Source: an optimization exercise on an open RTL-to-GDS flow (aim: small area, a short achievable clock period and few clock cycles per item). Production flows keep margins and buffers that such runs may drop. The RTL was checked by simulation tests, not by an equivalence proof against the original design.

==> onyx <==
// pe
module pe (
    input  logic                          clk,
    input  logic                          i_reset,
    input  logic                          i_input_ready,
    input  logic                          i_mode,
    input  logic [pe_pkg::TILE_W-1:0]     i_in,
    input  logic [pe_pkg::TILE_W-1:0]     i_w,
    input  logic [pe_pkg::TILE_ELEMS-1:0] i_in_mask,
    input  logic [pe_pkg::TILE_ELEMS-1:0] i_w_mask,
    output logic                          o_ready,
    output logic                          o_result_valid,
    output logic [pe_pkg::DATA_W-1:0]     o_result
);
    localparam int LW = pe_pkg::LANES * pe_pkg::DATA_W;
    logic [LW-1:0] act;
    logic [LW-1:0] wgt;
    logic          valid;
    logic          last;
    sparsity_packer u_sparsity_packer (
        .clk(clk), .i_reset(i_reset), .i_input_ready(i_input_ready), .i_mode(i_mode),
        .i_in(i_in), .i_w(i_w), .i_in_mask(i_in_mask), .i_w_mask(i_w_mask),
        .o_ready(o_ready), .o_act(act), .o_wgt(wgt), .o_valid(valid), .o_last(last)
    );
    mac_accumulator u_mac_accumulator (
        .clk(clk), .i_reset(i_reset), .i_act(act), .i_wgt(wgt), .i_valid(valid), .i_last(last),
        .o_result_valid(o_result_valid), .o_result(o_result)
    );
endmodule
==> flow/config.mk <==
export PLATFORM = sky130hd
export DESIGN_NAME = pe
export DESIGN_NICKNAME = pe
export VERILOG_FILES = /design/flow/design.v
export SDC_FILE = /design/flow/constraint.sdc
export NUM_CORES = 4
export LEC_CHECK = 0
export ABC_AREA = 1
export CAP_MARGIN = 20
export CORE_MARGIN = 2
export CORE_UTILIZATION = 40
export SLEW_MARGIN = 20
==> flow/constraint.sdc <==
create_clock -name core_clock -period 11.0 [get_ports {clk}]
set_input_delay 2.2000 -clock core_clock [delete_from_list [all_inputs] [get_ports {clk}]]
set_output_delay 2.2000 -clock core_clock [all_outputs]
set_load 0.01 [all_outputs]
standard.sh (not shown) runs the stock make flow with config.mk's settings and CLKGATE_MAP_FILE= SYNTH_SCRIPT=/design/flow/synth_recipe.tcl, a recipe that flattens the netlist after the stock synthesis.
==> flow/flow/run.sh <==
#!/bin/bash
set -euo pipefail
export BUFFER_PORTS_ARGS="-buffer_cell sky130_fd_sc_hd__buf_1"
export SETUP_SLACK_MARGIN=6.5
bash standard.sh finish > standard_flow.log 2>&1
==> inputs of amber, as changes to onyx <==
--- a/flow/design.v
+++ b/flow/design.v
@@ -166,16 +166,15 @@
     logic [35:0] acc;
     logic [35:0] acc_in;
     logic [35:0] s1;
     logic [35:0] c1;
     logic [35:0] acc_s;
     logic [35:0] c2;
     logic [35:0] acc_c;
-    logic          valid_q;
-    logic          valid_qq;
+    logic          reset_q;
     logic          last_q;
     logic          last_qq;
     logic          clr_q;
     logic p0_0_1;
     logic p0_0_2;
     logic p0_0_3;
     logic p0_0_4;
@@ -1296,17 +1295,17 @@
     logic s1119;
     logic c1120;
     logic s1121;
     logic c1122;
     logic s1123;
     logic c1124;
     always_ff @(posedge clk) begin
-        act_q0 <= ~i_act[19:0];
+        act_q0 <= ~(i_act[19:0] & {20{i_valid}});
         wgt_q0 <= i_wgt[19:0];
-        act_q1 <= ~i_act[39:20];
+        act_q1 <= ~(i_act[39:20] & {20{i_valid}});
         wgt_q1 <= i_wgt[39:20];
     end
     assign one_q0[0] = ~(wgt_q0[0] ^ 1'b0);
     assign two_q0[0] = ~((wgt_q0[1] & ~wgt_q0[0] & ~1'b0) | (~wgt_q0[1] & wgt_q0[0] & 1'b0));
     assign neg_q0[0] = wgt_q0[1];
     assign one_q0[1] = ~(wgt_q0[2] ^ wgt_q0[1]);
     assign two_q0[1] = ~((wgt_q0[3] & ~wgt_q0[2] & ~wgt_q0[1]) | (~wgt_q0[3] & wgt_q0[2] & wgt_q0[1]));
@@ -2243,28 +2242,27 @@
     assign row2[35] = c1122;
     always_ff @(posedge clk) begin
         row_q0 <= row0;
         row_q1 <= row1;
         row_q2 <= row2;
     end
     always_ff @(posedge clk) begin
-        if (valid_qq) acc <= acc_s + acc_c;
+        acc <= acc_s + acc_c;
     end
     assign acc_in = clr_q ? '0 : acc;
     for (genvar i = 0; i < 36; i++) begin : g_csa
         pe_fa u_fa1 (.a(acc_in[i]), .b(row_q0[i]), .c(row_q1[i]), .s(s1[i]), .co(c1[i]));
         pe_fa u_fa2 (.a(s1[i]), .b(i == 0 ? 1'b0 : c1[i-1]), .c(row_q2[i]), .s(acc_s[i]), .co(c2[i]));
     end
     assign acc_c = {c2[34:0], 1'b0};
     always_ff @(posedge clk) begin
-        valid_q        <= !i_reset && i_valid;
-        valid_qq       <= !i_reset && valid_q;
+        reset_q        <= i_reset;
         last_q         <= !i_reset && i_last;
         last_qq        <= !i_reset && last_q;
-        clr_q          <= i_reset || last_qq || (clr_q && !valid_qq);
+        clr_q          <= i_reset || reset_q || last_qq;
         o_result_valid <= !i_reset && last_qq;
     end
     assign o_result = acc[35:16];
 endmodule
 module pe_fa (input logic a, input logic b, input logic c, output logic s, output logic co);
     assign s  = a ^ b ^ c;
     assign co = (a & b) | (a & c) | (b & c);
==> inputs of xenon, as changes to onyx <==
--- a/flow/design.v
+++ b/flow/design.v
@@ -166,16 +166,15 @@
     logic [35:0] acc;
     logic [35:0] acc_in;
     logic [35:0] s1;
     logic [35:0] c1;
     logic [35:0] acc_s;
     logic [35:0] c2;
     logic [35:0] acc_c;
-    logic          valid_q;
-    logic          valid_qq;
+    logic          reset_q;
     logic          last_q;
     logic          last_qq;
     logic          clr_q;
     logic p0_0_1;
     logic p0_0_2;
     logic p0_0_3;
     logic p0_0_4;
@@ -1296,17 +1295,17 @@
     logic s1119;
     logic c1120;
     logic s1121;
     logic c1122;
     logic s1123;
     logic c1124;
     always_ff @(posedge clk) begin
-        act_q0 <= ~i_act[19:0];
+        act_q0 <= ~(i_act[19:0] & {20{i_valid}});
         wgt_q0 <= i_wgt[19:0];
-        act_q1 <= ~i_act[39:20];
+        act_q1 <= ~(i_act[39:20] & {20{i_valid}});
         wgt_q1 <= i_wgt[39:20];
     end
     assign one_q0[0] = ~(wgt_q0[0] ^ 1'b0);
     assign two_q0[0] = ~((wgt_q0[1] & ~wgt_q0[0] & ~1'b0) | (~wgt_q0[1] & wgt_q0[0] & 1'b0));
     assign neg_q0[0] = wgt_q0[1];
     assign one_q0[1] = ~(wgt_q0[2] ^ wgt_q0[1]);
     assign two_q0[1] = ~((wgt_q0[3] & ~wgt_q0[2] & ~wgt_q0[1]) | (~wgt_q0[3] & wgt_q0[2] & wgt_q0[1]));
@@ -2243,28 +2242,27 @@
     assign row2[35] = c1122;
     always_ff @(posedge clk) begin
         row_q0 <= row0;
         row_q1 <= row1;
         row_q2 <= row2;
     end
     always_ff @(posedge clk) begin
-        if (valid_qq) acc <= acc_s + acc_c;
+        acc <= acc_s + acc_c;
     end
     assign acc_in = clr_q ? '0 : acc;
     for (genvar i = 0; i < 36; i++) begin : g_csa
         pe_fa u_fa1 (.a(acc_in[i]), .b(row_q0[i]), .c(row_q1[i]), .s(s1[i]), .co(c1[i]));
         pe_fa u_fa2 (.a(s1[i]), .b(i == 0 ? 1'b0 : c1[i-1]), .c(row_q2[i]), .s(acc_s[i]), .co(c2[i]));
     end
     assign acc_c = {c2[34:0], 1'b0};
     always_ff @(posedge clk) begin
-        valid_q        <= !i_reset && i_valid;
-        valid_qq       <= !i_reset && valid_q;
+        reset_q        <= i_reset;
         last_q         <= !i_reset && i_last;
         last_qq        <= !i_reset && last_q;
-        clr_q          <= i_reset || last_qq || (clr_q && !valid_qq);
+        clr_q          <= i_reset || reset_q || last_qq;
         o_result_valid <= !i_reset && last_qq;
     end
     assign o_result = acc[35:16];
 endmodule
 module pe_fa (input logic a, input logic b, input logic c, output logic s, output logic co);
     assign s  = a ^ b ^ c;
     assign co = (a & b) | (a & c) | (b & c);
==> flow/flow/run.sh (replaced) <==
#!/bin/bash
set -euo pipefail
export BUFFER_PORTS_ARGS="-buffer_cell sky130_fd_sc_hd__buf_1"
export SETUP_SLACK_MARGIN=7.0
bash standard.sh finish > standard_flow.log 2>&1
==> qor summary <==
	xenon	amber	onyx
Run status	no timing/DRC/antenna violations	no timing/DRC/antenna violations	no timing/DRC/antenna violations
Clock buffer cells	47	53	52
Maximum fanout count along the critical path	5	15	30
Hold worst-path end	u_mac_accumulator.clr_q	u_mac_accumulator.last_qq	u_mac_accumulator.valid_qq
Fraction of the mapped netlist area in compound gates	19.5%	19.5%	18.4%
Number of buffers inserted by post-CTS setup repair	128	39	19
Met1 routing resource usage after global routing	60.5%	58.7%	55.9%
Pin count of the biggest net entering global routing	52	52	53
Sequential share of cell area	12.9%	13.6%	14.6%
Type of element launching the critical path	flop	input port	input port
Crit path depth	13	15	10
Proportion of layout cells with a drive suffix above 1	13.8%	7.98%	6.91%
Total met2 wirelength after detailed routing	90600 um	83300 um	85900 um
Core occupancy in the finished layout	49.9%	46.8%	46.4%
Crit path largest cell delay	0.56 ns	0.41 ns	1.03 ns
Sinks on Clock Net	278	278	279
Number of enable-type register cells in the synthesized netlist	0	0	36
Worst-Margin Slew	1.17 ns	1.29 ns	1.24 ns
Filler cell count	8974	9231	9225
Crit path buffers/inverters	5	4	3
Testbench counts of onyx, summed over its fixed seeds: cycles 14,712, items 4,000.
Testbench counts of amber, summed over its fixed seeds: cycles 14,712, items 4,000.
Testbench counts of xenon, summed over its fixed seeds: cycles 14,712, items 4,000.

## static timing again, ports no longer ideal
How much do the figures lean on ideal ports? The routed layouts below were timed once more, with nothing changed but the port constraints. Step 1: set_driving_cell puts a clkbuf_16 on clk and a buf_2 on each other input, an assumption about the parent block. Step 2, shift: input delay + t, output delay - t, t = (earliest + latest rising clock arrival at the registers) / 2. This alone moves slack from input paths to output paths. Slacks: ideal ports / drivers / drivers and shift; pairs: ideal ports / drivers.
| run | shift t [ns] | setup WS [ns] | latest minus earliest clock arrival (ns) | worst register clock-pin slew, ns | worst data-port slew with drivers (ns) |
|---|---|---|---|---|---|
| onyx | 0.645 | 6.353 / 6.405 / 5.761 | 0.036 / 0.037 | 0.07 / 0.07 | 0.34 |
| amber | 0.645 | 6.511 / 6.531 / 5.887 | 0.031 / 0.031 | 0.07 / 0.07 | 0.32 |
| xenon | 0.655 | 6.870 / 6.870 / 6.243 | 0.035 / 0.035 | 0.07 / 0.07 | 0.33 |
After both steps every run listed still meets setup and hold. The setup slack of xenon, which loses most, moves by 0.000 ns with the drivers and by -0.627 ns with both steps.
